From an optimization exercise on the open Yosys and OpenROAD flow, aimed at a short achievable clock period and few clock cycles; shortcuts taken in it are not production practice.
Function was checked by simulation only, so behaviour that the tests miss may differ from the original.
Power and IR drop assume default switching activity.

`config.mk`:
```
export PLATFORM = sky130hd
export DESIGN_NAME = cpu_top
export DESIGN_NICKNAME = cpu_top
export VERILOG_FILES = /design/flow/design.v
export SDC_FILE = /design/flow/constraint.sdc
export NUM_CORES = 4
export LEC_CHECK = 0
export CAP_MARGIN = 20
export CORE_MARGIN = 2
export CORE_UTILIZATION = 40
export SLEW_MARGIN = 20
```
`constraint.sdc`:
```
create_clock -name core_clock -period 8.6 [get_ports {clk}]
set_input_delay 1.7200 -clock core_clock [delete_from_list [all_inputs] [get_ports {clk}]]
set_output_delay 1.7200 -clock core_clock [all_outputs]
set_load 0.01 [all_outputs]
```
`design.v`:
```
`default_nettype none
package cpu_pkg;
    localparam int WORD_W = 16;   
    localparam int REG_AW = 4;    
    localparam logic [3:0] OP_ALU  = 4'h1;
    localparam logic [3:0] OP_LI   = 4'h2;
    localparam logic [3:0] OP_LW   = 4'h3;
    localparam logic [3:0] OP_SW   = 4'h4;
    localparam logic [3:0] OP_BEQ  = 4'h5;
    localparam logic [3:0] OP_JMP  = 4'h6;
    localparam logic [3:0] OP_HALT = 4'hF;
    localparam logic [3:0] ADD = 4'h0;
    localparam logic [3:0] SUB = 4'h1;
    localparam logic [3:0] AND = 4'h2;
    localparam logic [3:0] OR  = 4'h3;
    localparam logic [3:0] XOR = 4'h4;
    localparam logic [3:0] SLT = 4'h5;    
    localparam logic [1:0] FWD_REG = 2'd0;   
    localparam logic [1:0] FWD_EX  = 2'd1;   
    localparam logic [1:0] FWD_WB  = 2'd2;   
endpackage
`default_nettype wire
`timescale 1ns/1ns
`default_nettype none
module register_file (
    input  logic        clk,
    input  logic        rst,
    input  logic [3:0]  ra1,
    input  logic [3:0]  ra2,
    input  logic        we,
    input  logic [3:0]  wa,
    input  logic [15:0] wd,
    output logic [15:0] rd1,
    output logic [15:0] rd2
);
    logic [15:0] regs [16];
    assign rd1 = regs[ra1];
    assign rd2 = regs[ra2];
    always_ff @(posedge clk or posedge rst) begin
        if (rst) begin
            for (int i = 0; i < 16; i++) regs[i] <= '0;
        end else if (we) begin
            regs[wa] <= wd;
        end
    end
endmodule
`default_nettype wire
`timescale 1ns/1ns
`default_nettype none
module cpu_top #(
    parameter int PROG_AW = 7,
    parameter int DATA_AW = 6
) (
    input  logic                          clk,
    input  logic                          rst,
    input  logic                          prog_we,
    input  logic [PROG_AW-1:0]            prog_addr,
    input  logic [cpu_pkg::WORD_W-1:0]    prog_data,
    output logic                          halted,
    output logic                          reg_wr_en,     
    output logic [cpu_pkg::REG_AW-1:0]    reg_wr_addr,
    output logic [cpu_pkg::WORD_W-1:0]    reg_wr_data,
    output logic                          mem_wr_en,     
    output logic [DATA_AW-1:0]            mem_wr_addr,
    output logic [cpu_pkg::WORD_W-1:0]    mem_wr_data
);
    localparam int F_IW    = 0;    
    localparam int F_NXT   = 12;   
    localparam int F_BT    = 19;   
    localparam int F_WE    = 26;   
    localparam int F_LW    = 27;
    localparam int F_SW    = 28;
    localparam int F_BNT   = 29;   
    localparam int F_HALT  = 30;
    localparam int F_SUB   = 31;   
    localparam int F_RADD  = 32;   
    localparam int F_RAND  = 33;
    localparam int F_ROR   = 34;
    localparam int F_RXOR  = 35;
    localparam int F_RSLT  = 36;
    localparam int F_RLI   = 37;
    localparam int PW      = 38;
    logic [PW-1:0] pm [2**PROG_AW];
    logic [PW-1:0] pw_new;
    logic [3:0]         n_op;
    logic [3:0]         n_fn;
    logic [PROG_AW-1:0] n_a1;
    logic [PROG_AW-1:0] n_bt;
    logic [PROG_AW-1:0] n_jt;
    logic               n_alu;
    logic               n_same;
    assign n_op   = prog_data[15:12];
    assign n_fn   = prog_data[3:0];
    assign n_a1   = prog_addr + PROG_AW'(1);
    assign n_bt   = n_a1 + {{(PROG_AW-4){n_fn[3]}}, n_fn};
    assign n_jt   = n_a1 + prog_data[PROG_AW-1:0];
    assign n_alu  = n_op == cpu_pkg::OP_ALU;
    assign n_same = prog_data[11:8] == prog_data[7:4];
    always_comb begin
        pw_new = '0;
        pw_new[11:0]             = prog_data[11:0];
        pw_new[F_NXT +: PROG_AW] = (n_op == cpu_pkg::OP_JMP) ? n_jt :
                                   (n_op == cpu_pkg::OP_BEQ && n_same) ? n_bt : n_a1;
        pw_new[F_BT +: PROG_AW]  = n_bt;
        pw_new[F_WE]   = n_alu || n_op == cpu_pkg::OP_LI || n_op == cpu_pkg::OP_LW;
        pw_new[F_LW]   = n_op == cpu_pkg::OP_LW;
        pw_new[F_SW]   = n_op == cpu_pkg::OP_SW;
        pw_new[F_BNT]  = n_op == cpu_pkg::OP_BEQ && !n_same && n_fn != 4'd0;
        pw_new[F_HALT] = n_op == cpu_pkg::OP_HALT;
        pw_new[F_SUB]  = n_alu && (n_fn == cpu_pkg::SUB || n_fn == cpu_pkg::SLT);
        pw_new[F_RADD] = n_alu && (n_fn == cpu_pkg::ADD || n_fn == cpu_pkg::SUB || n_fn > cpu_pkg::SLT);
        pw_new[F_RAND] = n_alu && n_fn == cpu_pkg::AND;
        pw_new[F_ROR]  = n_alu && n_fn == cpu_pkg::OR;
        pw_new[F_RXOR] = n_alu && n_fn == cpu_pkg::XOR;
        pw_new[F_RSLT] = n_alu && n_fn == cpu_pkg::SLT;
        pw_new[F_RLI]  = n_op == cpu_pkg::OP_LI;
    end
    always_ff @(posedge clk) begin
        if (prog_we && rst)
            pm[prog_addr] <= pw_new;
    end
    logic [PROG_AW-1:0] pc;
    logic [PW-1:0]      fw;           
    logic               d_valid;
    logic [PW-1:0]      d_w;
    logic               e_valid;
    logic               e_we, e_lw, e_sw, e_bnt, e_sub;
    logic               e_radd, e_rand, e_ror, e_rxor, e_rslt, e_rli;
    logic [3:0]         e_dst;
    logic [15:0]        e_a, e_b;
    logic               e_fwd_a, e_fwd_b;
    logic [DATA_AW-1:0] e_addr;
    logic [7:0]         e_imm;
    logic [PROG_AW-1:0] e_bt;
    logic [15:0] dmem [2**DATA_AW];
    logic               stall;        
    logic               redirect;     
    logic               d_halt;       
    assign fw = pm[pc];
    logic [3:0]  d_r1, d_r2, d_fn;
    logic [15:0] rd1, rd2;
    logic        e_wr;
    assign d_r1 = d_w[11:8];
    assign d_r2 = d_w[7:4];
    assign d_fn = d_w[3:0];
    assign e_wr   = e_valid && e_we;
    assign stall  = d_valid && (d_w[F_LW] || d_w[F_SW]) && e_wr && e_dst == d_r2;
    assign d_halt = d_valid && d_w[F_HALT] && !redirect;
    logic [15:0] a, b, bx, sum, alu, ld, res;
    logic        eq, lt;
    assign a   = e_fwd_a ? reg_wr_data : e_a;
    assign b   = e_fwd_b ? reg_wr_data : e_b;
    assign bx  = e_sub ? ~b : b;
    assign sum = a + bx + {15'd0, e_sub};
    assign lt  = (a[15] != b[15]) ? a[15] : sum[15];
    assign ld  = dmem[e_addr];
    assign eq  = a == b;
    assign res = ({16{e_radd}} & sum) |
                 ({16{e_rand}} & (a & b)) |
                 ({16{e_ror}}  & (a | b)) |
                 ({16{e_rxor}} & (a ^ b)) |
                 ({15'd0, e_rslt & lt}) |
                 ({16{e_rli}}  & {{8{e_imm[7]}}, e_imm}) |
                 ({16{e_lw}}   & ld);
    assign redirect = e_valid && e_bnt && eq;
    register_file u_regs (
        .clk (clk),
        .rst (rst),
        .ra1 (d_r1),
        .ra2 (d_r2),
        .we  (e_wr),
        .wa  (e_dst),
        .wd  (res),
        .rd1 (rd1),
        .rd2 (rd2)
    );
    always_ff @(posedge clk) begin
        if (e_valid && e_sw)
            dmem[e_addr] <= a;
    end
    always_ff @(posedge clk or posedge rst) begin
        if (rst) begin
            pc        <= '0;
            d_valid   <= 1'b0;
            e_valid   <= 1'b0;
            halted    <= 1'b0;
            reg_wr_en <= 1'b0;
            mem_wr_en <= 1'b0;
        end else begin
            if (redirect)
                pc <= e_bt;
            else if (!stall && !halted && !d_halt)
                pc <= fw[F_NXT +: PROG_AW];
            if (redirect || halted || d_halt)
                d_valid <= 1'b0;
            else if (!stall)
                d_valid <= 1'b1;
            e_valid   <= d_valid && !stall && !redirect && !halted && !d_w[F_HALT];
            if (d_halt)
                halted <= 1'b1;
            reg_wr_en <= e_wr;
            mem_wr_en <= e_valid && e_sw;
        end
    end
    always_ff @(posedge clk) begin
        if (!stall)
            d_w <= fw;
        e_we    <= d_w[F_WE];
        e_lw    <= d_w[F_LW];
        e_sw    <= d_w[F_SW];
        e_bnt   <= d_w[F_BNT];
        e_sub   <= d_w[F_SUB];
        e_radd  <= d_w[F_RADD];
        e_rand  <= d_w[F_RAND];
        e_ror   <= d_w[F_ROR];
        e_rxor  <= d_w[F_RXOR];
        e_rslt  <= d_w[F_RSLT];
        e_rli   <= d_w[F_RLI];
        e_dst   <= d_r1;
        e_a     <= rd1;
        e_b     <= rd2;
        e_fwd_a <= e_wr && e_dst == d_r1;
        e_fwd_b <= e_wr && e_dst == d_r2;
        e_addr  <= DATA_AW'(rd2[DATA_AW-1:0] + {{(DATA_AW-4){d_fn[3]}}, d_fn});
        e_imm   <= d_w[7:0];
        e_bt    <= d_w[F_BT +: PROG_AW];
        reg_wr_addr <= e_dst;
        reg_wr_data <= res;
        mem_wr_addr <= e_addr;
        mem_wr_data <= a;
    end
endmodule
`default_nettype wire
```
`run.sh`:
```
#!/bin/bash
# synth_recipe.tcl (not shown) runs the flow's synth.tcl, then flattens the netlist and writes it again
# the make line also repeats each setting of config.mk as NAME=value (left out here)
make -C /OpenROAD-flow-scripts/flow DESIGN_CONFIG=/design/flow/config.mk WORK_HOME=/design/flow/orfs CLKGATE_MAP_FILE= SYNTH_SCRIPT=/design/flow/synth_recipe.tcl finish
```
==> impl_metrics.csv, run 1 <==
group,metric,value,unit
status,outcome,"aborted with a tool error",
status,haltStage,"synthesis",
synth,yosysWarnings,3,
status,tool.error,"ERROR: TCL interpreter returned an error: Source files actually used in the design:",
Testbench counts, summed over its fixed seeds: cycles 38,785.
==> inputs of run 2 (changes only) <==
--- a/config.mk
+++ b/config.mk
@@ -5,7 +5,11 @@
 export SDC_FILE = /design/flow/constraint.sdc
 export NUM_CORES = 4
 export LEC_CHECK = 0
+export ABC_CLOCK_PERIOD_IN_PS = 3000
 export CAP_MARGIN = 20
 export CORE_MARGIN = 2
 export CORE_UTILIZATION = 40
+export SETUP_SLACK_MARGIN = 5
 export SLEW_MARGIN = 20
+export SYNTH_MEMORY_MAX_BITS = 65536
+export TNS_END_PERCENT = 100
==> impl_metrics.csv, run 2 <==
group,metric,value,unit
power,ir_drop,0.220,mV
placed_design,gp_congestion,0.848,
synth,synth.most_common_cell,"edfxtp_1",
floorplan,core_area,606000,µm²
setup_path,worstSetupEndpointType,"flip-flop",
clock_network,cts_inserted_buffers,633,
status,outcome,"timing/DRC/antenna clean",
floorplan,ios,71,
finish,final_cell_mix,"edfxtp_1, mux4_2, clkbuf_16, buf_4, a22oi_1",
synth,yosysWarnings,3,
sta,post-route-min-period,3.76,ns
finish,largest_register_ffs,4864,
hold_path,worstHoldStart,"d_w[21]",
synth,yosysTopAreaCellShare,73.2,%
finish,reg_top3,"pm: 4864 flops, dmem: 1024 flops, u_regs.regs: 256 flops",
route,vias,127000,
placed_design,hpwlAfterDp,387000,µm
sta,worstMarginPinSlew,1.23,ns
global_route,antenna_found_initial,60,
clock_network,cts.clk_slew.worst_paths,0.06,ns
setup_path,crit_required,9.40,ns
synth,synthTopCellsByCount,"edfxtp_1, mux4_2, nor2_1",
global_route,grt_max_degree,165,
floorplan,die_x,783,µm
setup_path,critPathKind,"flip-flop to flip-flop",
sta,hold_viol_final,0,
floorplan,dieArea,614000,µm²
global_route,grt_pass1_vias,124000,
sta,setup_slack,4.84,ns
finish,drive_above_1_share,33.2,%
synth,synth.cell_area,243000,µm²
route,wl_met3,81000,µm
placed_design,placed_area,256000,µm²
sta,fin_tns_setup,0,ns
sta,relSlewSlack,17.9,%
clock_network,tritoncts,"built",
route,drt_iter0_drc,18900,
clock_network,h-tree-depth,6,
synth,synth_cell_types,84,
clock_network,cts_root_buffer,"clkbuf_16",
hold_path,hold_class,"flip-flop to flip-flop",
clock_network,clk_latency,1.12,ns
clock_network,numClockSinks,6299,
synth,synthesis.instances,10900,
synth,synth_area_leaders,"edfxtp_1, mux4_2, dfrtp_1, mux2_2, a22oi_1",
route,drt_first_pass_iters,9,
finish,layout_commonest_cell,"edfxtp_1",
finish,area_growth,17.8,%
floorplan,start_util,40.1,%
sta,post-route-period-util,43.8,%
placed_design,portBuffers,70,
global_route,grt_pass1_wl,1020000,µm
sta,fmax,266,MHz
route,wl_met1,285000,µm
synth,ys_ff_latch,6299,
setup_path,r2r-start,"pc[0]",
floorplan,die_height,783,µm
route,wirelength,749000,µm
setup_path,critPathLaunch,"pc[0]",
route,drtAntennaViolNets,0,
sta,finalMaxSlewViolations,0,
synth,postSynthAreaPerCell,22.3,µm²
synth,ys.flop_type,"edfxtp_1",
synth,synth-seq-area-share,76.8,%
finish,finalInstanceArea,286000,µm²
clock_network,clock_path_buffers,4,
finish,fin_nets,12000,
route,drc,0,
synth,async_flop_share,4.25,%
synth,syn_nets,11000,
floorplan,rows,286,
finish,top_register,"pm",
placed_design,dpl_worst_slack,2.63,ns
route,topRoutingLayerUsed,"met5",
power,p_leak,86.8,nW
route,wl_met2,353000,µm
global_route,grt_remaining_overflow,0,
route,routed_via_density,6.19,
placed_design,dp_cells,18800,
power,p_per_area,295,nW/µm²
global_route,grtUsageTotal,23.6,%
sta,setup_viol,0,
setup_path,critPathMaxFanout,7,
setup_path,start_kind,"flip-flop",
synth,synth.largest_area_cell,"edfxtp_1",
sta,rsz0062_at_grt,"yes",
finish,fin_cells,20500,
setup_path,worstPathArrival,4.56,ns
sta,skew,0.0686,ns
run,maxCapViolations,0,
synth,synth_edf_count,5919,
route,wl_per_cell,36.6,µm
==> run 2: cells by family after synthesis <==
logic type | Yosys count | share of synthesized area [%]
adder cells (fa/ha/maj) | 63 | 0.334
AO/OA/AOI/OAI | 1033 | 3.07
XOR/XNOR | 73 | 0.263
multiplexers | 1997 | 16.9
flip-flops | 6299 | 76.8
AND/OR/NAND/NOR | 761 | 1.42
buffers and inverters | 681 | 1.19
==> run 2: path summary, 6_finish.rpt <==
path                            slack, ns            endpoint  cells past startpoint
worst max-delay path                 4.84             d_w[35]                     10
worst min-delay path                 0.34             e_bt[2]                      0
worst max register to register       4.84             d_w[35]                     10
worst min register to register       0.34             e_bt[2]                      0
max in group asynchronous            5.88  u_regs.regs[12][8]                      3
min in group asynchronous            1.30   u_regs.regs[7][1]                      2
==> run 2: repair_timing <==
item                                    4_1_cts  5_1_grt
hold endpoints to repair                      0        0
gates resized for setup                     613      232
endpoints found under the setup margin     7971     3267
hold buffers                                  0        0
cloned                                      101       50
buffers inserted                            199      102
pin swaps                                    88       44
==> run 2: area by class of cell <==
type                    instances  area [µm²]
fillers                     48600      320000
diodes                         26        65.1
multi-input cells            3949       56800
flip-flops and latches       6299      187000
repair buffers                917       12200
inverters                      61         260
clock inverters               311        2980
well taps                    8064       10100
clock buffers                 832       17000
==> run 2: per-stage QoR <==
stage / hold slack (ns) / total power [mW] / util, %
2_1_floorplan: 0.323 / 46.1 / -
3_3_place_gp: 0.326 / 53.3 / 42.3
3_5_place_dp: 0.327 / 53.5 / 42.3
4_1_cts: 0.339 / 83.3 / 46.7
5_1_grt: 0.352 / 86.6 / 47.2
6_report: 0.341 / 84.5 / 47.2
==> run 2: report_power, final <==
group          internal, mW  switching (mW)  leakage [nW]
combinational          9.19            13.3          21.9
sequential             34.5           0.567          55.1
clock                  15.2            11.7          9.75
==> run 2: layer usage <==
metal,vias up,global-route usage [%]
li1,48600,-
met1,68400,32.7
met2,8200,37.3
met3,1370,5.01
met4,32,8.07
met5,-,0
==> run 2: critical path: stages, from the launching register on <==
cell and delay [ns]:
dfrtp_4 0.51, buf_6 0.13, buf_12 0.14, buf_16 0.15, buf_16 0.15, buf_12 0.16
buf_16 0.16, mux4_2 0.44, mux4_2 0.69, mux4_2 0.59, mux2_4 0.33

-- port drivers added, routing unchanged --
In the flow no input, the clock included, has a driving cell. The finished layout below was timed again as built, in two steps.
Step 1: set_driving_cell puts a clkbuf_16 on clk and a buf_2 on each other input, an assumption about the parent block.
Step 2 adds t to the input delays and takes it off the output delays; t is the mean of the earliest and latest rising clock arrival at the registers after step 1. Input paths then give back, and output paths get back, about the clock's delay inside the block.
Slacks: ideal ports / drivers / drivers and shift; pairs: ideal ports / drivers.
run: run 2
shift t [ns]: 1.193
setup WS [ns]: 4.836 / 4.836 / 3.766
worst setup path after step 2: input to register
worst slew at a driven data input, ns: 0.16
After both steps setup and hold are still met in run 2. The setup slack of run 2 moves by 0.000 ns with the drivers and by -1.070 ns with both steps.
